From an optimization exercise on the open Yosys and OpenROAD flow, aimed at small area, a short achievable clock period and few clock cycles per item; shortcuts taken in it are not production practice. Only simulation tests tie the RTL to the original design; equivalence was not proved. Power is estimated from default activity; no workload was simulated.

==> flow/design.v <==
package cah_pkg;
    localparam int DEF_SAMPLE_BITS  = 16;
    localparam int DEF_CORDIC_STEPS = 16;
    localparam int CFG_W     = 15;
    localparam int HEAD_W    = 17;
    localparam int HEAD_PAD  = 24;
    localparam int GAIN_W    = 27;
    localparam int ANG_FRAC  = 12;
    localparam int ANG_W     = 29;
    localparam int ANGLE_W   = 15;
    localparam int DIV_STEPS = 27;
    localparam int CNT_W     = 5;
    localparam logic [GAIN_W-1:0] GAIN_MAX   = {GAIN_W{1'b1}};
    localparam logic [GAIN_W-1:0] GAIN_RESET = 27'd65536;
    localparam logic [GAIN_W-1:0] GAIN_NUM   = 27'd67108864;
    localparam logic signed [ANG_W-1:0] FULL_TURN_Z = 29'sd94371840;
    localparam logic signed [ANG_W-1:0] HALF_TURN_Z = 29'sd47185920;
    localparam logic signed [ANG_W-1:0] ROUND_HALF  = 29'sd2048;
    localparam logic [ANGLE_W+1:0]      FULL_TURN   = 17'd23040;
    localparam logic signed [CFG_W-1:0] DECL_RESET = 15'sd704;
    localparam logic signed [CFG_W-1:0] OFF_RESET  = 15'sd2240;
    localparam logic [1:0] KIND_SAMPLE = 2'd0;
    localparam logic [1:0] KIND_START  = 2'd1;
    localparam logic [1:0] KIND_FINISH = 2'd2;
    localparam logic CFG_DECLINATION = 1'b0;
    localparam logic CFG_OFFSET      = 1'b1;
    typedef enum logic [2:0] {
        S_IDLE, S_DECODE, S_DIV, S_COMMIT, S_INIT, S_ROT, S_FIN, S_OUT
    } t_state;
    typedef struct packed {
        logic             load_in;
        logic             seed;
        logic             widen;
        logic             div_start;
        logic             div_step;
        logic             div_commit;
        logic             mul;
        logic             cordic_init;
        logic             cordic_step;
        logic             finish;
        logic             load_out;
        logic [CNT_W-1:0] step;
    } t_cmd;
    typedef struct packed {
        logic [1:0] kind;
        logic       calibrating;
        logic       out_busy;
    } t_sts;
    function automatic logic [ANG_W-1:0] atan_at(input logic [CNT_W-1:0] i);
        logic [ANG_W-1:0] v;
        case (i)
            5'd0:    v = 29'd11796480;
            5'd1:    v = 29'd6963869;
            5'd2:    v = 29'd3679517;
            5'd3:    v = 29'd1867780;
            5'd4:    v = 29'd937515;
            5'd5:    v = 29'd469214;
            5'd6:    v = 29'd234664;
            5'd7:    v = 29'd117339;
            5'd8:    v = 29'd58671;
            5'd9:    v = 29'd29335;
            5'd10:   v = 29'd14668;
            5'd11:   v = 29'd7334;
            5'd12:   v = 29'd3667;
            5'd13:   v = 29'd1833;
            5'd14:   v = 29'd917;
            5'd15:   v = 29'd458;
            5'd16:   v = 29'd229;
            5'd17:   v = 29'd115;
            5'd18:   v = 29'd57;
            5'd19:   v = 29'd29;
            5'd20:   v = 29'd14;
            5'd21:   v = 29'd7;
            5'd22:   v = 29'd4;
            5'd23:   v = 29'd2;
            default: v = 29'd0;
        endcase
        atan_at = v;
    endfunction
endpackage
module cah_add
#(
    parameter int W = 16
) (
    input  logic [W-1:0] i_a,
    input  logic [W-1:0] i_b,
    input  logic         i_ci,
    output logic [W-1:0] o_s,
    output logic         o_co
);
    function automatic int levels(input int n);
        levels = 0;
        while ((1 << levels) < n) levels++;
    endfunction
    localparam int L = levels(W + 1);
    logic [W:0] g, p;
    always_comb begin
        g[0] = i_ci;
        p[0] = 1'b0;
        for (int i = 0; i < W; i++) begin
            g[i+1] = i_a[i] & i_b[i];
            p[i+1] = i_a[i] ^ i_b[i];
        end
        for (int lv = 0; lv < L; lv++) begin
            for (int i = W; i >= 0; i--) begin
                if ((i % (2 << lv)) == (2 << lv) - 1) begin
                    g[i] = g[i] | (p[i] & g[i - (1 << lv)]);
                    p[i] = p[i] & p[i - (1 << lv)];
                end
            end
        end
        for (int lv = L - 2; lv >= 0; lv--) begin
            for (int i = W; i >= 0; i--) begin
                if (i >= (3 << lv) - 1 && (i % (2 << lv)) == (1 << lv) - 1) begin
                    g[i] = g[i] | (p[i] & g[i - (1 << lv)]);
                    p[i] = p[i] & p[i - (1 << lv)];
                end
            end
        end
    end
    assign o_s  = (i_a ^ i_b) ^ g[W-1:0];
    assign o_co = g[W];
endmodule
module compass_calibrate_and_heading
#(
    parameter int SAMPLE_BITS  = cah_pkg::DEF_SAMPLE_BITS,
    parameter int CORDIC_STEPS = cah_pkg::DEF_CORDIC_STEPS
) (
    input  logic                                i_clk,
    input  logic                                i_rst_n,
    input  logic                                i_cfg_wen,
    input  logic                                i_cfg_idx,
    input  logic [cah_pkg::CFG_W-1:0]           i_cfg_wdata,
    input  logic                                s_axis_tvalid,
    output logic                                s_axis_tready,
    input  logic [((2*SAMPLE_BITS+7)/8)*8-1:0]  s_axis_tdata,
    input  logic [1:0]                          s_axis_tuser,
    output logic                                m_axis_tvalid,
    input  logic                                m_axis_tready,
    output logic [cah_pkg::HEAD_PAD-1:0]        m_axis_tdata
);
    localparam int S    = SAMPLE_BITS;      
    localparam int LO_W = S + 2;            
    localparam int HI_W = 30;               
    localparam int XW   = 45;               
    localparam int YW   = 45;               
    localparam int ZW   = 28;               
    localparam int HW   = cah_pkg::HEAD_W;  
    localparam logic [ZW-1:0] Z0_POS  = 28'd2048;
    localparam logic [ZW-1:0] Z0_NEG  = 28'd47187968;
    localparam logic [ZW-1:0] Z0_ZERO = 28'd242254243;    
    localparam logic [2:0] M_IDLE = 3'd0;
    localparam logic [2:0] M_CAP  = 3'd1;
    localparam logic [2:0] M_MUL  = 3'd2;
    localparam logic [2:0] M_RDY  = 3'd3;
    localparam logic [2:0] M_DIV  = 3'd4;
    localparam logic [4:0] C_DONE = 5'd16;
    logic signed [cah_pkg::CFG_W-1:0] r_decl, r_off;
    logic [HW-1:0]              r_k;           
    logic                       r_calib;
    logic signed [S-1:0]        r_min [2];
    logic signed [S-1:0]        r_max [2];
    logic signed [S-1:0]        r_center [2];
    logic [cah_pkg::GAIN_W-1:0] r_gain [2];
    logic [2:0]                 r_mst;
    logic [4:0]                 r_mcnt;
    logic [1:0]                 r_kind;
    logic                       r_rdy;
    logic [LO_W-1:0]            r_lo [2];
    logic [HI_W-1:0]            r_hi [2];
    logic                       r_bm1 [2];    
    logic                       r_b1 [2];     
    logic                       r_b2 [2];     
    logic                       r_bn [2];
    logic                       r_neg;
    logic                       r_zero;
    logic [XW-1:0]              r1_x;
    logic [YW-1:0]              r1_y;
    logic [ZW-1:0]              r1_z;
    logic [4:0]                 r1_c;
    logic                       r1_v;
    logic                       r1_g;          
    logic [XW-1:0]              r2_x, r2_xs;
    logic [YW-1:0]              r2_y, r2_ys;
    logic [ZW-1:0]              r2_z;
    logic                       r2_dn;
    logic [4:0]                 r2_c;
    logic                       r2_v;
    logic                       r2_g;
    logic                       r_ent;
    logic                       r_etag;        
    logic                       r_otag;        
    logic                       r_ovalid;
    logic [HW-1:0]              r_odata;
    logic        w_accept, w_oload, w_heading, w_quick;
    logic [2:0]  n_mst;
    logic [1:0]  n_kind;
    logic        n_calib, n_ovalid, n_r1v, n_oload;
    logic [4:0]  n_r1c;
    assign s_axis_tready = r_rdy;
    assign w_accept  = s_axis_tvalid && r_rdy;
    assign w_heading = (r_kind == cah_pkg::KIND_SAMPLE) && !r_calib;
    assign w_quick   = (r_kind != cah_pkg::KIND_FINISH) && !w_heading;
    assign w_oload   = r1_v && (r1_c == C_DONE) && !r_ovalid && (r1_g == r_otag);
    always_comb begin
        n_mst = r_mst;
        unique case (r_mst)
            M_CAP: begin
                if (w_heading)                          n_mst = M_MUL;
                else if (r_kind == cah_pkg::KIND_FINISH) n_mst = M_DIV;
                else                                     n_mst = M_IDLE;
            end
            M_MUL: if (r_mcnt == 5'd8)  n_mst = M_RDY;
            M_DIV: if (r_mcnt == 5'd26) n_mst = M_IDLE;
            M_RDY: if (r_ent)           n_mst = M_IDLE;
            default: ;
        endcase
        if (w_accept) n_mst = M_CAP;
        n_kind   = r_rdy ? s_axis_tuser : r_kind;
        n_calib  = r_calib;
        if (r_mst == M_CAP && r_kind == cah_pkg::KIND_START)  n_calib = 1'b1;
        if (r_mst == M_CAP && r_kind == cah_pkg::KIND_FINISH) n_calib = 1'b0;
        n_ovalid = w_oload || (r_ovalid && !m_axis_tready);
        n_r1v    = r2_v;
        n_r1c    = r2_c + {4'd0, !r2_c[4]};
        n_oload  = n_r1v && (n_r1c == C_DONE) && !n_ovalid && (r2_g == (r_otag ^ w_oload));
    end
    always_ff @(posedge i_clk) begin
        if (!i_rst_n) begin
            r_mst    <= M_IDLE;
            r_rdy    <= 1'b1;
            r_ent    <= 1'b0;
            r_ovalid <= 1'b0;
            r1_v     <= 1'b0;
            r2_v     <= 1'b0;
            r_etag   <= 1'b0;
            r_otag   <= 1'b0;
        end else begin
            r_etag   <= r_etag ^ r_ent;
            r_otag   <= r_otag ^ w_oload;
            r_mst    <= n_mst;
            r_rdy    <= (n_mst == M_IDLE) ||
                        ((n_mst == M_CAP) && (n_kind != cah_pkg::KIND_FINISH) &&
                         !((n_kind == cah_pkg::KIND_SAMPLE) && !n_calib));
            r_ent    <= (n_mst == M_RDY) && (!n_r1v || n_oload);
            r_ovalid <= n_ovalid;
            r1_v     <= n_r1v;
            r2_v     <= r_ent || (r1_v && !w_oload);
        end
    end
    always_ff @(posedge i_clk) begin
        if (r_mst == M_CAP) r_mcnt <= '0;
        else                r_mcnt <= r_mcnt + 1'b1;
        if (r_rdy) r_kind <= s_axis_tuser;
    end
    always_ff @(posedge i_clk) begin
        if (!i_rst_n) begin
            r_decl <= cah_pkg::DECL_RESET;
            r_off  <= cah_pkg::OFF_RESET;
        end else if (i_cfg_wen) begin
            if (i_cfg_idx == cah_pkg::CFG_OFFSET) r_off  <= i_cfg_wdata;
            else                                  r_decl <= i_cfg_wdata;
        end
    end
    logic [HW-1:0] w_k;
    cah_add #(.W(HW)) u_add_k (
        .i_a (HW'(r_decl)), .i_b (HW'(r_off)), .i_ci (1'b0), .o_s (w_k), .o_co ()
    );
    always_ff @(posedge i_clk) r_k <= w_k;
    logic signed [S-1:0] w_s [2];
    logic [S:0]          w_d [2];       
    logic [S:0]          w_span [2];    
    logic [S:0]          w_sum [2];     
    logic                w_ltmin [2], w_gtmax [2];
    logic [HI_W-1:0]     w_bacc [2];    
    logic [S:0]          w_rdif [2];    
    logic                w_rge [2];
    for (genvar a = 0; a < 2; a++) begin : g_ax
        logic [S:0]      sx, cx, mnx, mxx;
        logic            dneg;
        logic [HI_W-1:0] mag;
        logic [S:0]      rsh;
        logic            c_lt, c_gt;
        assign w_s[a] = r_lo[a][S-1:0];
        assign sx  = {w_s[a][S-1], w_s[a]};
        assign cx  = {r_center[a][S-1], r_center[a]};
        assign mnx = {r_min[a][S-1], r_min[a]};
        assign mxx = {r_max[a][S-1], r_max[a]};
        cah_add #(.W(S+1)) u_d (
            .i_a (sx), .i_b (~cx), .i_ci (1'b1), .o_s (w_d[a]), .o_co ()
        );
        cah_add #(.W(S+1)) u_span (
            .i_a (mxx), .i_b (~mnx), .i_ci (1'b1), .o_s (w_span[a]), .o_co ()
        );
        cah_add #(.W(S+1)) u_sum (
            .i_a (mxx), .i_b (mnx), .i_ci (1'b0), .o_s (w_sum[a]), .o_co ()
        );
        logic [S:0] lt_s, gt_s;
        cah_add #(.W(S+1)) u_lt (
            .i_a (sx), .i_b (~mnx), .i_ci (1'b1), .o_s (lt_s), .o_co ()
        );
        cah_add #(.W(S+1)) u_gt (
            .i_a (mxx), .i_b (~sx), .i_ci (1'b1), .o_s (gt_s), .o_co ()
        );
        assign w_ltmin[a] = lt_s[S];
        assign w_gtmax[a] = gt_s[S];
        always_comb begin
            mag  = r_b1[a] ? HI_W'(r_gain[a]) :
                   r_b2[a] ? HI_W'({r_gain[a], 1'b0}) : '0;
            dneg = r_bn[a];
        end
        cah_add #(.W(HI_W)) u_booth (
            .i_a (r_hi[a]), .i_b (mag ^ {HI_W{dneg}}), .i_ci (dneg),
            .o_s (w_bacc[a]), .o_co ()
        );
        assign rsh = {r_hi[a][S-1:0], r_gain[a][cah_pkg::GAIN_W-1]};
        cah_add #(.W(S+1)) u_div (
            .i_a (rsh), .i_b (~{1'b0, r_lo[a][S-1:0]}), .i_ci (1'b1),
            .o_s (w_rdif[a]), .o_co ()
        );
        assign w_rge[a] = !w_rdif[a][S];
    end
    always_ff @(posedge i_clk) begin
        if (!i_rst_n) begin
            r_calib <= 1'b0;
            for (int a = 0; a < 2; a++) begin
                r_min[a]    <= '0;
                r_max[a]    <= '0;
                r_center[a] <= '0;
            end
        end else begin
            r_calib <= n_calib;
            if (r_mst == M_CAP) begin
                for (int a = 0; a < 2; a++) begin
                    unique case (r_kind)
                        cah_pkg::KIND_START: begin
                            r_min[a] <= w_s[a];
                            r_max[a] <= w_s[a];
                        end
                        cah_pkg::KIND_SAMPLE: begin
                            if (r_calib) begin
                                if (w_ltmin[a]) r_min[a] <= w_s[a];
                                if (w_gtmax[a]) r_max[a] <= w_s[a];
                            end
                        end
                        cah_pkg::KIND_FINISH: r_center[a] <= w_sum[a][S:1];
                        default: ;
                    endcase
                end
            end
        end
    end
    always_ff @(posedge i_clk) begin
        logic [HI_W+LO_W-1:0] sh;
        for (int a = 0; a < 2; a++) begin
            unique case (r_mst)
                M_CAP: begin
                    r_hi[a] <= '0;
                    if (r_kind == cah_pkg::KIND_FINISH) begin
                        r_lo[a]   <= LO_W'(w_span[a][S-1:0]);
                        r_bm1[a]  <= w_span[a][S] || (w_span[a] == '0);
                        r_gain[a] <= {1'b1, 10'd0, w_span[a][S:1]};
                    end else begin
                        r_lo[a]   <= {w_d[a][S], w_d[a]};
                        {r_b1[a], r_b2[a], r_bn[a]} <= booth_dec({w_d[a][1:0], 1'b0}, w_d[0][S]);
                    end
                end
                M_MUL: begin
                    sh = {w_bacc[a], r_lo[a]};
                    {r_hi[a], r_lo[a]} <= {{2{sh[HI_W+LO_W-1]}}, sh[HI_W+LO_W-1:2]};
                    {r_b1[a], r_b2[a], r_bn[a]} <= booth_dec(r_lo[a][3:1], r_neg);
                end
                M_DIV: begin
                    r_hi[a] <= HI_W'(w_rge[a] ? w_rdif[a][S-1:0] : rsh_of(a));
                    if (r_mcnt == 5'd26 && r_bm1[a])
                        r_gain[a] <= cah_pkg::GAIN_MAX;
                    else
                        r_gain[a] <= {r_gain[a][cah_pkg::GAIN_W-2:0], w_rge[a]};
                end
                default: ;
            endcase
            if (r_rdy) r_lo[a] <= LO_W'($signed(s_axis_tdata[a*S +: S]));
        end
        if (r_mst == M_CAP) begin
            r_neg  <= w_d[0][S];
            r_zero <= (w_s[0] == r_center[0]) && (w_s[1] == r_center[1]);
        end
        if (!i_rst_n) begin
            for (int a = 0; a < 2; a++) r_gain[a] <= cah_pkg::GAIN_RESET;
        end
    end
    function automatic logic [2:0] booth_dec(input logic [2:0] bd, input logic neg);
        logic one, two;
        one = bd[1] ^ bd[0];
        two = (bd == 3'b011) || (bd == 3'b100);
        booth_dec = {one, two, (bd[2] ^ neg) && (one || two)};
    endfunction
    function automatic logic [S-1:0] rsh_of(input int a);
        rsh_of = {r_hi[a][S-2:0], r_gain[a][cah_pkg::GAIN_W-1]};
    endfunction
    always_ff @(posedge i_clk) begin
        logic [XW-1:0] xa;
        logic [YW-1:0] ya;
        logic [ZW-1:0] za;
        logic [4:0]    ca;
        logic          dn;
        if (r_ent) begin
            xa = XW'({r_hi[0], r_lo[0]});
            ya = YW'({r_hi[1], r_lo[1]});
            za = r_zero ? Z0_ZERO : (r_neg ? Z0_NEG : Z0_POS);
            ca = '0;
        end else begin
            xa = r1_x;
            ya = r1_y;
            za = r1_z;
            ca = r1_c;
        end
        dn    = ya[YW-1];
        r2_x  <= xa;
        r2_y  <= ya;
        r2_z  <= za;
        r2_c  <= ca;
        r2_g  <= r_ent ? r_etag : r1_g;
        r2_dn <= dn;
        r2_xs <= (xa >> ca[3:0]) ^ {XW{!dn}};
        r2_ys <= YW'($signed(ya) >>> ca[3:0]) ^ {YW{dn}};
    end
    logic [XW-1:0] w_x1;
    logic [YW-1:0] w_y1;
    logic [ZW-1:0] w_z1, w_t;
    localparam logic [16*ZW-1:0] T_ALL = {
        28'd458,     28'd917,     28'd1833,    28'd3667,
        28'd7334,    28'd14668,   28'd29335,   28'd58671,
        28'd117339,  28'd234664,  28'd469214,  28'd937515,
        28'd1867780, 28'd3679517, 28'd6963869, 28'd11796480
    };
    always_comb begin
        w_t = '0;
        for (int i = 0; i < 16; i++) begin
            w_t = w_t | ({ZW{r2_c == 5'(i)}} & T_ALL[i*ZW +: ZW]);
        end
    end
    cah_add #(.W(XW)) u_add_x (
        .i_a (r2_x), .i_b (r2_ys), .i_ci (r2_dn), .o_s (w_x1), .o_co ()
    );
    cah_add #(.W(YW)) u_add_y (
        .i_a (r2_y), .i_b (r2_xs), .i_ci (!r2_dn), .o_s (w_y1), .o_co ()
    );
    cah_add #(.W(ZW)) u_add_z (
        .i_a (r2_z), .i_b (w_t ^ {ZW{r2_dn}}), .i_ci (r2_dn), .o_s (w_z1), .o_co ()
    );
    always_ff @(posedge i_clk) begin
        r1_x <= w_x1;
        r1_y <= w_y1;
        r1_z <= w_z1;
        r1_c <= n_r1c;
        r1_g <= r2_g;
    end
    logic [HW-1:0] w_a0, w_wrap, w_cs, w_cc, w_head;
    assign w_a0   = {r1_z[ZW-1], r1_z[ZW-1:cah_pkg::ANG_FRAC]};
    assign w_wrap = w_a0[HW-1] ? cah_pkg::FULL_TURN : '0;
    assign w_cs   = w_a0 ^ w_wrap ^ r_k;
    assign w_cc   = ((w_a0 & w_wrap) | (w_a0 & r_k) | (w_wrap & r_k)) << 1;
    cah_add #(.W(HW)) u_add_h (
        .i_a (w_cs), .i_b (w_cc), .i_ci (1'b0), .o_s (w_head), .o_co ()
    );
    always_ff @(posedge i_clk) begin
        if (w_oload) r_odata <= w_head;
    end
    assign m_axis_tvalid = r_ovalid;
    assign m_axis_tdata  = {{(cah_pkg::HEAD_PAD-HW){1'b0}}, r_odata};
endmodule
==> flow/flow/run.sh <==
#!/bin/bash
set -euo pipefail
MARGIN=$(cat flow/margin.txt)
bash standard.sh SETUP_SLACK_MARGIN=$MARGIN finish > flow_make.log 2>&1
==> flow/flow/margin.txt <==
8.0
==> flow/standard.sh <==
#!/bin/bash
# synth_recipe.tcl (not shown) runs the flow's synth.tcl, then flattens the netlist and writes it again
# the make line also repeats each setting of config.mk as NAME=value (left out here)
make -C /OpenROAD-flow-scripts/flow DESIGN_CONFIG=/design/flow/config.mk WORK_HOME=/design/flow/orfs CLKGATE_MAP_FILE= SYNTH_SCRIPT=/design/flow/synth_recipe.tcl "${@:-finish}"
==> flow/config.mk <==
export PLATFORM = sky130hd
export DESIGN_NAME = compass_calibrate_and_heading
export DESIGN_NICKNAME = compass_calibrate_and_heading
export VERILOG_FILES = /design/flow/design.v
export SDC_FILE = /design/flow/constraint.sdc
export NUM_CORES = 4
export LEC_CHECK = 0
export CAP_MARGIN = 20
export CORE_MARGIN = 2
export CORE_UTILIZATION = 40
export SLEW_MARGIN = 20
==> flow/constraint.sdc <==
create_clock -name core_clock -period 12.0 [get_ports {i_clk}]
set_input_delay 2.4000 -clock core_clock [delete_from_list [all_inputs] [get_ports {i_clk}]]
set_output_delay 2.4000 -clock core_clock [all_outputs]
set_load 0.01 [all_outputs]
==> results of run 1 <==
-- state kept, by name, summed over array words and instances (netlist names), 36 cells and up --
signal  flops
r2_xs      45
r1_y       45
r2_y       45
r_gain     54
r2_ys      44
r_hi       56
r1_x       45
r2_x       45
r_lo       36
-- critical path, cell delays in order (launching register included) --
cell	delay (ps)
edfxtp_1	460
inv_1	180
ha_1	290
a21oi_2	190
o21bai_1	100
a21o_1	190
a21o_1	180
a41o_1	190
o41a_1	430
a21boi_2	190
o21ai_2	80
fa_2	400
xnor2_4	230
buf_12	150
buf_16	150
nor2_1	50
a21oi_1	120
o22ai_1	80
-- cell usage in the layout, fill, tap and decap left out, types with 9 or more instances in the layout --
master / Yosys / routed
dfxtp_1: 552 / 542
nand2_1: 483 / 475
ha_1: 397 / 394
mux2i_1: 345 / 343
inv_1: 323 / 319
a21oi_1: 269 / 228
nor2_1: 229 / 207
xnor2_1: 205 / 199
o21ai_0: 198 / 183
fa_1: 174 / 167
xor2_1: 142 / 142
a21o_1: 122 / 122
edfxtp_1: 119 / 119
clkbuf_16: 0 / 89
mux2_2: 88 / 88
buf_4: 9 / 87
nor3_1: 81 / 80
clkdlybuf4s50_1: 0 / 70
a211oi_1: 47 / 44
a21oi_2: 1 / 39
nand3_1: 38 / 37
nor2b_1: 38 / 34
nand4_1: 32 / 32
o211ai_1: 32 / 32
o21bai_1: 32 / 31
nand2b_1: 29 / 28
and3_1: 28 / 28
o22ai_1: 31 / 28
clkbuf_1: 145 / 23
o21ai_1: 7 / 17
and2_1: 17 / 17
o21a_1: 14 / 14
a31oi_1: 17 / 14
nor2_4: 0 / 13
buf_6: 2 / 12
clkinv_2: 1 / 11
clkbuf_8: 0 / 10
nor2_2: 0 / 9
or3_1: 9 / 9
buf_12: 1 / 9
-- through the flow --
stage	utilization (%)	total power [mW]	area (um2)
floorplan	-	9.03	42900
global placement	42.0	10.8	44800
detailed placement	42.1	10.9	44800
CTS	45.0	13.6	48000
global route	46.0	14.9	49100
finish	46.0	13.8	49100
-- cell usage after synthesis (7+ instances only) --
cell,n,area [um2]
or3_1,9,56.3
a211oi_1,47,353
nand2b_1,29,181
dfxtp_1,552,11100
o21ai_1,7,35.0
fa_1,174,3480
or2_2,7,43.8
a31o_2,7,61.3
a31oi_1,17,106
mux2_2,88,991
o211ai_1,32,240
a21oi_1,269,1350
buf_4,9,67.6
o21a_1,14,105
nand3_1,38,190
o21ai_0,198,991
xnor2_1,205,1800
inv_1,323,1210
nor2_1,229,860
nand4_1,32,200
nor3_1,81,405
and4_1,9,78.8
a221o_1,8,80.1
a21o_1,122,916
buf_2,33,165
ha_1,397,4970
nand2_1,483,1810
o21bai_1,32,240
buf_1,34,128
clkbuf_1,145,544
o31ai_1,8,60.1
and3_1,28,175
edfxtp_1,119,3570
xor2_1,142,1240
and2_1,17,106
nor2b_1,38,238
mux2i_1,345,3450
o22ai_1,31,194
-- per-layer routing --
metal,vias up,routed length (um),global-route usage [%]
met3,195,5570,2.45
met4,0,3340,6.09
li1,15500,-,-
met2,748,55700,35.2
met1,15500,56300,29.9
met5,-,0,0
-- power groups by stage --
| stage | clock network (mW) | registers [mW] | logic [mW] |
|---|---|---|---|
| finish | 2.48 | 3.73 | 7.56 |
| global route | 2.61 | 3.81 | 8.44 |
| CTS | 2.53 | 3.73 | 7.31 |
| detailed placement | 0 | 3.77 | 7.10 |
| global placement | 0 | 3.77 | 7.02 |
| floorplan | 0 | 3.54 | 5.49 |
-- final cells by class --
type / instances / area [um2] / area share (%)
Clock buffer: 116 / 2300 / 4.69
Clock inverter: 27 / 344 / 0.701
Inverter: 331 / 1260 / 2.56
Multi-Input combinational cell: 3246 / 26800 / 54.5
Sequential cell: 671 / 14600 / 29.8
Tap cell: 1403 / 1760 / 3.58
Timing Repair Buffer: 193 / 2010 / 4.09
-- kinds of logic after synthesis --
kind of cell / Yosys count
AO/OA/AOI/OAI: 863
XOR/XNOR: 347
adder cells (fa/ha/maj): 571
buffers and inverters: 556
flip-flops: 671
multiplexers: 437
other: 1
AND/OR/NAND/NOR: 1021
-- worst max-delay path by stage --
| stage | end | from | slack [ps] |
|---|---|---|---|
| 6_report | r_hi[1][7]$_SDFFCE_PN0P_ | r_lo[1][2]$_DFFE_PP_ | 8010 |
| 5_1_grt | r_hi[0][14]$_SDFFCE_PN0P_ | r_lo[0][1]$_DFFE_PP_ | 7890 |
| 4_1_cts | r2_ys[1]$_DFF_P_ | r_ent$_SDFF_PN0_ | 8000 |
| 3_5_place_dp | r_rdy$_SDFF_PN1_ | i_rst_n | 7260 |
| 3_3_place_gp | r_rdy$_SDFF_PN1_ | i_rst_n | 7380 |
| 2_1_floorplan | r_hi[1][14]$_SDFFCE_PN0P_ | r_lo[1][1]$_DFFE_PP_ | 7990 |
-- repair_timing --
| action | CTS | global route |
|---|---|---|
| gates resized for setup | 46 | 160 |
| gates cloned | 5 | 6 |
| buffers inserted | 25 | 38 |
| setup endpoints to repair | 146 | 131 |
| pin swaps | 12 | 76 |
==> impl_metrics.yaml, run 1 <==
floorplanning:
  rows: 120
  ioPinCount: 81
  initial_utilization_pct: 40.2
  core_mm2: 0.107
  die_y_um: 331
  die_area_mm2: 0.110
  die_x_um: 331
layout:
  drive_gt1_share_pct: 11.2
  antenna_cells: 0
  area_delta_synth_final_pct: 14.6
  stdcell_count: 5987
  final.fill_count: 10100
  fin_nets: 5147
place:
  dp_hpwl_um: 86400
  port_buffers: 73
  placed_cells: 5770
  dp_slack_ps: 7260
  gp_congestion: 0.868
power:
  p_sw_share_pct: 41.9
  clkPwrFrac_pct: 18.0
  power-per-cell-area_mw_per_mm2: 281
  switchingPower_mw: 5.77
  p_comb_share_pct: 54.9
  internal_power_mw: 8.00
  ir_worst_vdd_mv: 0.152
  p_seq_share_pct: 27.1
  leakage_nw: 21.5
global_routing:
  grt_pass1_wl_um: 186000
  antenna_found_initial: 3
  grt_max_degree: 85
  grt_pass1_vias: 31500
  grt_use_total_pct: 21.5
  gr-total-overflow: 0
clocking:
  cts_tree: "done"
  cts-buffers-inserted: 78
  cts_max_path_buffers: 3
  cts-root-buf: "clkbuf_16"
  cts_hold_buffers: 0
  cts.sinks: 671
  clk_latency_ps: 650
  clk_pin_slew_ps: 60
  htree_levels: 3
worst_hold_path:
  min_to: "r1_g$_DFF_P_"
  hp-class: "flop to flop"
  min_from: "r2_g$_DFF_P_"
  min_path_cells: 0
timing:
  finClkSkew_ps: 31.4
  finalCriticalPeriod_ps: 3990
  max_freq_ghz: 0.250
  slew_violations: 0
  setup_tns_ps: 0
  maxSlewHeadroom_pct: 24.5
  tightest_slew_ps: 1130
  hold_viol: 0
  setup_viol: 0
  min_period_over_period_pct: 33.3
  setup_ws_ps: 8010
  rsz0062_at_grt: "yes"
  timing.hold.ws_ps: 373
worst_setup_path:
  cp_max_fo: 14
  criticalPathCategory: "flop to flop"
  crit_arrival_ps: 4310
  r2r_slack_ps: 8010
  end_kind: "flop"
  r2r_cells: 17
  reg2reg_to: "r_hi[1][7]$_SDFFCE_PN0P_"
  reg2reg_from: "r_lo[1][2]$_DFFE_PP_"
  cp.required_ps: 12320
  worstSetupStartpointType: "flop"
routing:
  num_vias: 31900
  wl_um: 121000
  dr.first_iter.drc_count: 2459
  drc: 0
  via_per_inst: 5.33
  ant_nets: 0
  wl_per_cell_um: 20.2
  dr.pass1.iters: 5
synthesis:
  synth_xor_area_share_pct: 7.10
  synthMuxAreaShare_pct: 10.6
  async_reset_ff_share_pct: 0
  synth_ff_type: "dfxtp_1"
  syn_area_mm2: 0.0428
  yosysSeqAreaShare_pct: 34.1
  netlist_instances: 4467
  ys_seq_elements: 671
  synth_top_family_by_area: "adder cells"
  synth_cell_types: 85
  synthAdderAreaFrac_pct: 19.7
  synth_compound_area_share_pct: 12.8
  synth_edf_count: 119
  syn_area_per_cell_um2: 9.59
  ys_warn_count: 38
  synth-simple-area-share_pct: 10.5
outcome:
  status: "complete, no violations"
run:
  cap_viol_max_count: 0
Testbench counts, summed over its fixed seeds: cycles 39,424, items 2,400.
==> run 2: changes to the inputs <==
==> flow/flow/margin.txt (replaced) <==
6.5
==> impl_metrics.yaml, run 2 <==
floorplanning:
  die_area_mm2: 0.110
  ioPinCount: 81
  die_x_um: 331
  initial_utilization_pct: 40.2
  die_y_um: 331
  core_mm2: 0.107
  rows: 120
routing:
  num_vias: 31200
  via_per_inst: 5.28
  wl_um: 117000
  ant_nets: 0
  wl_per_cell_um: 19.7
  drc: 0
  dr.pass1.iters: 5
  dr.first_iter.drc_count: 2128
clocking:
  cts-buffers-inserted: 77
  cts_setup_buffers: 0
  cts.sinks: 671
  clk_pin_slew_ps: 60
  cts_max_path_buffers: 3
  cts_tree: "done"
  cts_hold_buffers: 0
  htree_levels: 3
  clk_latency_ps: 660
  cts-root-buf: "clkbuf_16"
  cts-resized-gates: 0
timing:
  rsz0062_at_grt: "no"
  finalCriticalPeriod_ps: 4830
  max_freq_ghz: 0.207
  tightest_slew_ps: 1160
  timing.hold.ws_ps: 375
  finClkSkew_ps: 33.4
  slew_violations: 0
  min_period_over_period_pct: 40.3
  setup_tns_ps: 0
  hold_viol: 0
  maxSlewHeadroom_pct: 22.0
  setup_viol: 0
global_routing:
  grt_use_total_pct: 21.1
  grt_max_degree: 85
  gr-total-overflow: 0
  grt_pass1_vias: 31400
  antenna_found_initial: 2
  grt_pass1_wl_um: 183000
worst_setup_path:
  cp.required_ps: 12340
  cp_max_fo: 23
  worstSetupStartpointType: "flop"
  crit_top_cell: "a21o_1"
  criticalPathCategory: "flop to flop"
  end_kind: "flop"
  slowest_delay_ps: 550
  crit_chain: "inv_1, ha_1, a21o_1, a21oi_1, o21bai_1, a21o_1, a21o_1, a41o_1, o41a_1, a21boi_0, o21ai_0, fa_1, xnor2_2, buf_4, mux2i_1, o22ai_1"
  cpMaxStageDelayCell: "edfxtp_1"
  crit_arrival_ps: 5170
synthesis:
  synthTopCellsByCount: "dfxtp_1 (552), nand2_1 (483), ha_1 (397)"
  yosysTopAreaCellShare_pct: 25.8
  syn_area_mm2: 0.0428
  synth_ff_type: "dfxtp_1"
  synth.area.top_cells: "dfxtp_1 (26%), ha_1 (12%), edfxtp_1 (8.3%), fa_1 (8.1%), mux2i_1 (8.1%)"
  synth_most_common_cell: "dfxtp_1"
  ys_seq_elements: 671
  async_reset_ff_share_pct: 0
  synth_cell_types: 85
  synth_edf_count: 119
  netlist_instances: 4467
  syn_area_per_cell_um2: 9.59
  ys_warn_count: 38
  yosysSeqAreaShare_pct: 34.1
  yosys.area.top_type: "dfxtp_1"
place:
  gp_congestion: 0.863
  dp_hpwl_um: 86400
  place_area_mm2: 0.0448
  port_buffers: 73
layout:
  stdcell_area_mm2: 0.0475
  area_delta_synth_final_pct: 10.9
  reg_top3: "r_hi (56), r_gain (54)"
  drive_gt1_share_pct: 7.08
  largest_register_ffs: 56
  layout_commonest_cell: "dfxtp_1"
  final_cell_mix: "dfxtp_1 (550), nand2_1 (476), ha_1 (397), mux2i_1 (344), inv_1 (323)"
  regMostFlops: "r_hi"
  final.fill_count: 10300
  fin_nets: 5069
worst_hold_path:
  hp-class: "flop to flop"
power:
  p_sw_share_pct: 42.0
  p_comb_share_pct: 53.5
  power_mw: 13.4
  p_seq_share_pct: 27.9
  leakage_nw: 20.9
  clkPwrFrac_pct: 18.7
  internal_power_mw: 7.78
  switchingPower_mw: 5.63
  ir_worst_vdd_mv: 0.152
  power-per-cell-area_mw_per_mm2: 282
outcome:
  status: "complete, no violations"
run:
  cap_viol_max_count: 0
-- run 2: per-layer routing --
metal  wire [um]  GRT usage [%]
met5           0              0
met4        3960           7.14
met3        5040           2.69
met2       52800           34.0
met1       54900           29.2
-- run 2: area by class of cell --
cell class / count / area (um2) / area share [%]
sequential: 671 / 14600 / 30.8
multi-input combinational: 3246 / 26100 / 55.0
clock buffer: 103 / 2160 / 4.54
inverter: 331 / 1240 / 2.62
clock inverter: 40 / 534 / 1.12
antenna: 1 / 2.50 / 0.00527
tap: 1403 / 1760 / 3.70
timing repair buffer: 116 / 1050 / 2.21
-- run 2: power groups by stage --
stage          Combinational (mW)  Sequential, mW  Clock [mW]
6_report                     7.17            3.73        2.50
4_1_cts                      7.20            3.73        2.55
3_3_place_gp                 7.02            3.77           0
5_1_grt                      8.05            3.82        2.64
2_1_floorplan                5.48            3.54           0
3_5_place_dp                 7.11            3.77           0
-- run 2: worst paths after layout --
path              slack [ps]  cells after the start                         to            startpoint
hold reg to reg          370                      0               r1_g$_DFF_P_          r2_g$_DFF_P_
hold / removal           370                      0               r1_g$_DFF_P_          r2_g$_DFF_P_
setup / recovery        7170                     16  r_hi[0][15]$_SDFFCE_PN0P_  r_lo[0][1]$_DFFE_PP_
setup reg to reg        7170                     16  r_hi[0][15]$_SDFFCE_PN0P_  r_lo[0][1]$_DFFE_PP_
-- run 2: cells by family after synthesis --
logic type | count (synthesis) | synth area share (%)
simple gates | 1021 | 10.5
compound gates | 863 | 12.8
flops | 671 | 34.1
fa+ha+maj | 571 | 19.7
buf+inv | 556 | 5.15
mux | 437 | 10.6
xor+xnor | 347 | 7.10
other cells | 1 | 0.00876
-- run 2: stage by stage --
stage	setup WS (ps)	utilization, %	cells
5_1_grt	6870	44.6	5910
4_1_cts	7170	44.6	5910
2_1_floorplan	6770	-	4473
3_3_place_gp	7310	42.0	5767
6_report	7170	44.6	5911
3_5_place_dp	7220	42.0	5767
-- run 2: worst max-delay path: cells and delay by family (launching register included) --
kind	cells	cell delay, ps
buffers and inverters	2	520
DFF	1	550
AOI/OAI and AO/OA	10	2040
xor gates and xnor gates	1	340
muxes	1	240
adders and majority gates	2	840
==> run 3: changes to the inputs <==
--- a/flow/design.v
+++ b/flow/design.v
@@ -157,5 +157,4 @@
     localparam logic [4:0] C_DONE = 5'd16;
     logic signed [cah_pkg::CFG_W-1:0] r_decl, r_off;
-    logic [HW-1:0]              r_k;           
     logic                       r_calib;
     logic signed [S-1:0]        r_min [2];
@@ -263,23 +262,16 @@
         end
     end
-    logic [HW-1:0] w_k;
-    cah_add #(.W(HW)) u_add_k (
-        .i_a (HW'(r_decl)), .i_b (HW'(r_off)), .i_ci (1'b0), .o_s (w_k), .o_co ()
-    );
-    always_ff @(posedge i_clk) r_k <= w_k;
     logic signed [S-1:0] w_s [2];
-    logic [S:0]          w_d [2];       
-    logic [S:0]          w_span [2];    
-    logic [S:0]          w_sum [2];     
-    logic                w_ltmin [2], w_gtmax [2];
+    logic [S:0]          w_sa [2];      
+    logic [S:0]          w_sb [2];      
     logic [HI_W-1:0]     w_bacc [2];    
-    logic [S:0]          w_rdif [2];    
-    logic                w_rge [2];
+    logic                w_dsel, w_bsel, w_bsub;
+    assign w_dsel = (r_mst == M_DIV);
+    assign w_bsel = (r_mst == M_CAP) && (r_kind == cah_pkg::KIND_SAMPLE);
+    assign w_bsub = (r_mst != M_DIV);
     for (genvar a = 0; a < 2; a++) begin : g_ax
-        logic [S:0]      sx, cx, mnx, mxx;
+        logic [S:0]      sx, cx, mnx, mxx, rsh, aa, ab, bb;
         logic            dneg;
         logic [HI_W-1:0] mag;
-        logic [S:0]      rsh;
-        logic            c_lt, c_gt;
         assign w_s[a] = r_lo[a][S-1:0];
         assign sx  = {w_s[a][S-1], w_s[a]};
@@ -287,22 +279,15 @@
         assign mnx = {r_min[a][S-1], r_min[a]};
         assign mxx = {r_max[a][S-1], r_max[a]};
-        cah_add #(.W(S+1)) u_d (
-            .i_a (sx), .i_b (~cx), .i_ci (1'b1), .o_s (w_d[a]), .o_co ()
-        );
-        cah_add #(.W(S+1)) u_span (
-            .i_a (mxx), .i_b (~mnx), .i_ci (1'b1), .o_s (w_span[a]), .o_co ()
-        );
-        cah_add #(.W(S+1)) u_sum (
-            .i_a (mxx), .i_b (mnx), .i_ci (1'b0), .o_s (w_sum[a]), .o_co ()
-        );
-        logic [S:0] lt_s, gt_s;
-        cah_add #(.W(S+1)) u_lt (
-            .i_a (sx), .i_b (~mnx), .i_ci (1'b1), .o_s (lt_s), .o_co ()
+        assign rsh = {r_hi[a][S-1:0], r_gain[a][cah_pkg::GAIN_W-1]};
+        assign aa = w_dsel ? rsh : sx;
+        assign ab = w_dsel ? {1'b0, r_lo[a][S-1:0]} : (r_calib ? mnx : cx);
+        cah_add #(.W(S+1)) u_a (
+            .i_a (aa), .i_b (~ab), .i_ci (1'b1), .o_s (w_sa[a]), .o_co ()
         );
-        cah_add #(.W(S+1)) u_gt (
-            .i_a (mxx), .i_b (~sx), .i_ci (1'b1), .o_s (gt_s), .o_co ()
+        assign bb = w_bsel ? sx : mnx;
+        cah_add #(.W(S+1)) u_b (
+            .i_a (mxx), .i_b (bb ^ {(S+1){w_bsub}}), .i_ci (w_bsub),
+            .o_s (w_sb[a]), .o_co ()
         );
-        assign w_ltmin[a] = lt_s[S];
-        assign w_gtmax[a] = gt_s[S];
         always_comb begin
             mag  = r_b1[a] ? HI_W'(r_gain[a]) :
@@ -314,10 +299,4 @@
             .o_s (w_bacc[a]), .o_co ()
         );
-        assign rsh = {r_hi[a][S-1:0], r_gain[a][cah_pkg::GAIN_W-1]};
-        cah_add #(.W(S+1)) u_div (
-            .i_a (rsh), .i_b (~{1'b0, r_lo[a][S-1:0]}), .i_ci (1'b1),
-            .o_s (w_rdif[a]), .o_co ()
-        );
-        assign w_rge[a] = !w_rdif[a][S];
     end
     always_ff @(posedge i_clk) begin
@@ -340,13 +319,15 @@
                         cah_pkg::KIND_SAMPLE: begin
                             if (r_calib) begin
-                                if (w_ltmin[a]) r_min[a] <= w_s[a];
-                                if (w_gtmax[a]) r_max[a] <= w_s[a];
+                                if (w_sa[a][S]) r_min[a] <= w_s[a];
+                                if (w_sb[a][S]) r_max[a] <= w_s[a];
                             end
                         end
-                        cah_pkg::KIND_FINISH: r_center[a] <= w_sum[a][S:1];
                         default: ;
                     endcase
                 end
             end
+            if (r_mst == M_DIV && r_mcnt == 5'd0) begin
+                for (int a = 0; a < 2; a++) r_center[a] <= w_sb[a][S:1];
+            end
         end
     end
@@ -358,10 +339,10 @@
                     r_hi[a] <= '0;
                     if (r_kind == cah_pkg::KIND_FINISH) begin
-                        r_lo[a]   <= LO_W'(w_span[a][S-1:0]);
-                        r_bm1[a]  <= w_span[a][S] || (w_span[a] == '0);
-                        r_gain[a] <= {1'b1, 10'd0, w_span[a][S:1]};
+                        r_lo[a]   <= LO_W'(w_sb[a][S-1:0]);
+                        r_bm1[a]  <= w_sb[a][S] || (w_sb[a] == '0);
+                        r_gain[a] <= {1'b1, 10'd0, w_sb[a][S:1]};
                     end else begin
-                        r_lo[a]   <= {w_d[a][S], w_d[a]};
-                        {r_b1[a], r_b2[a], r_bn[a]} <= booth_dec({w_d[a][1:0], 1'b0}, w_d[0][S]);
+                        r_lo[a]   <= {w_sa[a][S], w_sa[a]};
+                        {r_b1[a], r_b2[a], r_bn[a]} <= booth_dec({w_sa[a][1:0], 1'b0}, w_sa[0][S]);
                     end
                 end
@@ -372,9 +353,9 @@
                 end
                 M_DIV: begin
-                    r_hi[a] <= HI_W'(w_rge[a] ? w_rdif[a][S-1:0] : rsh_of(a));
+                    r_hi[a] <= HI_W'(!w_sa[a][S] ? w_sa[a][S-1:0] : rsh_of(a));
                     if (r_mcnt == 5'd26 && r_bm1[a])
                         r_gain[a] <= cah_pkg::GAIN_MAX;
                     else
-                        r_gain[a] <= {r_gain[a][cah_pkg::GAIN_W-2:0], w_rge[a]};
+                        r_gain[a] <= {r_gain[a][cah_pkg::GAIN_W-2:0], !w_sa[a][S]};
                 end
                 default: ;
@@ -383,6 +364,6 @@
         end
         if (r_mst == M_CAP) begin
-            r_neg  <= w_d[0][S];
-            r_zero <= (w_s[0] == r_center[0]) && (w_s[1] == r_center[1]);
+            r_neg  <= w_sa[0][S];
+            r_zero <= (w_sa[0] == '0) && (w_sa[1] == '0);
         end
         if (!i_rst_n) begin
@@ -457,9 +438,13 @@
         r1_g <= r2_g;
     end
-    logic [HW-1:0] w_a0, w_wrap, w_cs, w_cc, w_head;
+    logic [HW-1:0] w_a0, w_wrap, w_dc, w_of, w_s1, w_c1, w_cs, w_cc, w_head;
     assign w_a0   = {r1_z[ZW-1], r1_z[ZW-1:cah_pkg::ANG_FRAC]};
     assign w_wrap = w_a0[HW-1] ? cah_pkg::FULL_TURN : '0;
-    assign w_cs   = w_a0 ^ w_wrap ^ r_k;
-    assign w_cc   = ((w_a0 & w_wrap) | (w_a0 & r_k) | (w_wrap & r_k)) << 1;
+    assign w_dc   = HW'(r_decl);
+    assign w_of   = HW'(r_off);
+    assign w_s1   = w_a0 ^ w_wrap ^ w_dc;
+    assign w_c1   = ((w_a0 & w_wrap) | (w_a0 & w_dc) | (w_wrap & w_dc)) << 1;
+    assign w_cs   = w_s1 ^ w_c1 ^ w_of;
+    assign w_cc   = ((w_s1 & w_c1) | (w_s1 & w_of) | (w_c1 & w_of)) << 1;
     cah_add #(.W(HW)) u_add_h (
         .i_a (w_cs), .i_b (w_cc), .i_ci (1'b0), .o_s (w_head), .o_co ()
==> flow/flow/margin.txt (replaced) <==
9.0
==> impl_metrics.yaml, run 3 <==
floorplanning:
  die_area_mm2: 0.104
  die_y_um: 323
  rows: 116
  core_mm2: 0.100
  initial_utilization_pct: 40.5
  ioPinCount: 81
  die_x_um: 323
synthesis:
  synth_ff_type: "dfxtp_1"
  synth_edf_count: 119
  synth.area.top_cells: "dfxtp_1 (26%), mux2i_1 (9.9%), edfxtp_1 (8.8%), ha_1 (8.0%), fa_1 (7.2%)"
  async_reset_ff_share_pct: 0
  yosys.area.top_type: "dfxtp_1"
  yosysTopAreaCellShare_pct: 26.4
  syn_area_per_cell_um2: 9.41
  synth_most_common_cell: "dfxtp_1"
  synth_cell_types: 77
  yosysSeqAreaShare_pct: 35.2
  ys_warn_count: 30
  syn_area_mm2: 0.0406
  synthTopCellsByCount: "dfxtp_1 (535), nand2_1 (468), mux2i_1 (400)"
  netlist_instances: 4313
  ys_seq_elements: 654
layout:
  layout_commonest_cell: "dfxtp_1"
  area_delta_synth_final_pct: 27.0
  reg_top3: "r_hi (56), r_gain (54)"
  drive_gt1_share_pct: 24.1
  largest_register_ffs: 56
  final_cell_mix: "dfxtp_1 (516), nand2_1 (420), mux2i_1 (392), ha_1 (249), inv_1 (239)"
  fin_nets: 5062
  regMostFlops: "r_hi"
  final_core_util_pct: 51.4
  final.fill_count: 8927
routing:
  wl_um: 131000
  wl_per_cell_um: 21.8
  via_per_inst: 5.45
  dr.first_iter.drc_count: 2686
  num_vias: 32900
  ant_nets: 0
  dr.pass1.iters: 7
  drc: 0
worst_hold_path:
  min_path_cells: 0
  min_from: "r2_g$_DFF_P_"
  hp-class: "flop to flop"
  min_to: "r1_g$_DFF_P_"
worst_setup_path:
  cp_max_fo: 8
  r2r_slack_ps: 7340
  slowest_delay_ps: 370
  reg2reg_from: "r_mst[1]$_SDFF_PN0_"
  crit_chain: "nor2_4, and2_4, buf_12, buf_16, nor2_4, a21o_1, ha_1, nor2b_4, o21ai_2, a21boi_1, o21a_1, o21a_1, o21ai_2, a21oi_2, o41ai_4, o21a_1, o21a_1, fa_2, xor2_4, buf_6, buf_12, mux2i_4, o22ai_1"
  reg2reg_to: "r_hi[0][14]$_SDFFCE_PN0P_"
  r2r_cells: 23
  crit_arrival_ps: 5020
  criticalPathCategory: "flop to flop"
  end_kind: "flop"
  cpMaxStageDelayCell: "dfxtp_4"
  cp.required_ps: 12350
  crit_top_cell: "o21a_1"
  worstSetupStartpointType: "flop"
run:
  cap_viol_max_count: 0
global_routing:
  antenna_found_initial: 8
  grt_pass1_wl_um: 194000
  gr-total-overflow: 0
  grt_pass1_vias: 31700
  grt_use_total_pct: 24.3
  busiest_layer: "met2"
  grt_max_degree: 78
  grt.met1_usage_pct: 33.6
  met3_usage_pct: 3.81
  grt_util_met2_pct: 38.3
timing:
  maxSlewHeadroom_pct: 28.9
  hold_viol: 0
  rsz0062_at_grt: "yes"
  setup_viol: 0
  finClkSkew_ps: 27.2
  setup_tns_ps: 0
  max_freq_ghz: 0.214
  finalCriticalPeriod_ps: 4660
  tightest_slew_ps: 1070
  min_period_over_period_pct: 38.9
  slew_violations: 0
clocking:
  clk_pin_slew_ps: 60
  cts-buffers-inserted: 76
  cts_tree: "done"
  cts_max_path_buffers: 3
  clk_latency_ps: 650
  cts-root-buf: "clkbuf_16"
  cts.sinks: 654
  htree_levels: 3
power:
  ir_worst_vdd_mv: 0.164
  leakage_nw: 22.1
  power-per-cell-area_mw_per_mm2: 295
place:
  port_buffers: 73
  gp_congestion: 0.899
  dp_hpwl_um: 86400
outcome:
  status: "complete, no violations"
## run 3: cell families after synthesis
| family | synth area share, % |
|---|---|
| compound gates | 12.7 |
| xor+xnor | 7.40 |
| fa+ha+maj | 15.2 |
| buf+inv | 4.85 |
| flops | 35.2 |
| mux | 12.5 |
| other cells | 0.00924 |
| simple gates | 12.2 |
## run 3: metrics by stage
step	hold slack [ps]	power [mW]	cells	area [um2]	worst slack [ps]
3_3_place_gp	358	10.9	5535	43000	5650
5_1_grt	375	16.3	6024	51500	7200
3_5_place_dp	353	11.0	5535	43000	5530
2_1_floorplan	349	9.13	4319	41800	7300
6_report	363	15.2	6026	51600	7340
4_1_cts	361	14.3	5880	49000	7520
## run 3: layer usage
metal | share of wire, % | vias up
li1 | - | 15500
met1 | 44 | 16000
met2 | 45 | 1191
met3 | 6.9 | 245
met4 | 3.5 | 0
met5 | 0 | -
## run 3: worst max-delay path by stage
stage	start	end	slack, ps
finish	r_mst[1]$_SDFF_PN0_	r_hi[0][14]$_SDFFCE_PN0P_	7340
global route	r_mst[1]$_SDFF_PN0_	r_hi[0][12]$_SDFFCE_PN0P_	7200
CTS	r_mst[1]$_SDFF_PN0_	r_lo[0][15]$_DFFE_PP_	7520
detailed placement	r_mst[1]$_SDFF_PN0_	r_min[0][15]$_SDFFE_PN0P_	5530
global placement	r_mst[1]$_SDFF_PN0_	r_min[0][12]$_SDFFE_PN0P_	5650
floorplan	r_mst[2]$_SDFF_PN0_	r_max[1][11]$_SDFFE_PN0P_	7300
## run 3: critical path: cells and delay by family, from the launching register on
family                   cells  cell delay, ps
AND/OR/NAND/NOR              4             460
adder cells (fa/ha/maj)      2             590
XOR/XNOR                     1             250
AO/OA/AOI/OAI               11            1900
flip-flops                   1             370
multiplexers                 1             240
buffers and inverters        4             540
## run 3: layout make-up
class	instances	area, um2	area share, %
diodes	6	15.0	0.0291
flip-flops and latches	654	14300	27.8
multi-input cells	3174	27300	52.9
clock inverters	33	388	0.752
repair buffers	439	4680	9.09
clock buffers	106	2160	4.19
inverters	257	1010	1.95
well taps	1357	1700	3.29
## run 3: power by group
group          leakage (nW)  internal (mW)  switching [mW]
clock network          1.25           1.42           0.994
logic                  15.3           4.30            4.82
registers              5.62           3.12           0.576
total                  22.1           8.84            6.39
## run 3: what timing repair did
item | 4_1_cts | 5_1_grt
gates cloned | 28 | 8
hold buffers | 0 | 0
buffers inserted | 178 | 130
hold endpoints to repair | 0 | 0
pin swaps | 165 | 223
gates resized for setup | 450 | 334
setup endpoints to repair | 475 | 351
Testbench counts of run 3, summed over its fixed seeds: cycles 39,424, items 2,400.

==> port drivers added, routing unchanged <==
The results above use ideal ports. As a check the final layouts listed here were re-extracted and re-timed, cells and wires unchanged. Step 1 (the two cells are an assumption about what drives the block):
set clk [get_ports {i_clk}]
set_driving_cell -lib_cell sky130_fd_sc_hd__clkbuf_16 $clk
set_driving_cell -lib_cell sky130_fd_sc_hd__buf_2 [delete_from_list [all_inputs] $clk]
Step 2 adds t to the input delays and takes it off the output delays; t is the mean of the earliest and latest rising clock arrival at the registers after step 1. Input paths then give back, and output paths get back, about the clock's delay inside the block. Three values: ideal, step 1, step 2; two values: the first two.
| run | t, ns | setup slack, ns | worst data-port slew with drivers (ns) | pins driven straight from the clock port |
|---|---|---|---|---|
| run 1 | 0.705 | 8.006 / 7.976 / 7.548 | 0.07 | 1 |
| run 2 | 0.708 | 7.168 / 7.168 / 7.168 | 0.07 | 1 |
| run 3 | 0.708 | 7.337 / 7.337 / 7.337 | 0.12 | 1 |
After both steps setup and hold are still met in every run listed. The setup slack of run 1, which loses most, moves by -0.030 ns with the drivers and by -0.458 ns with both steps.
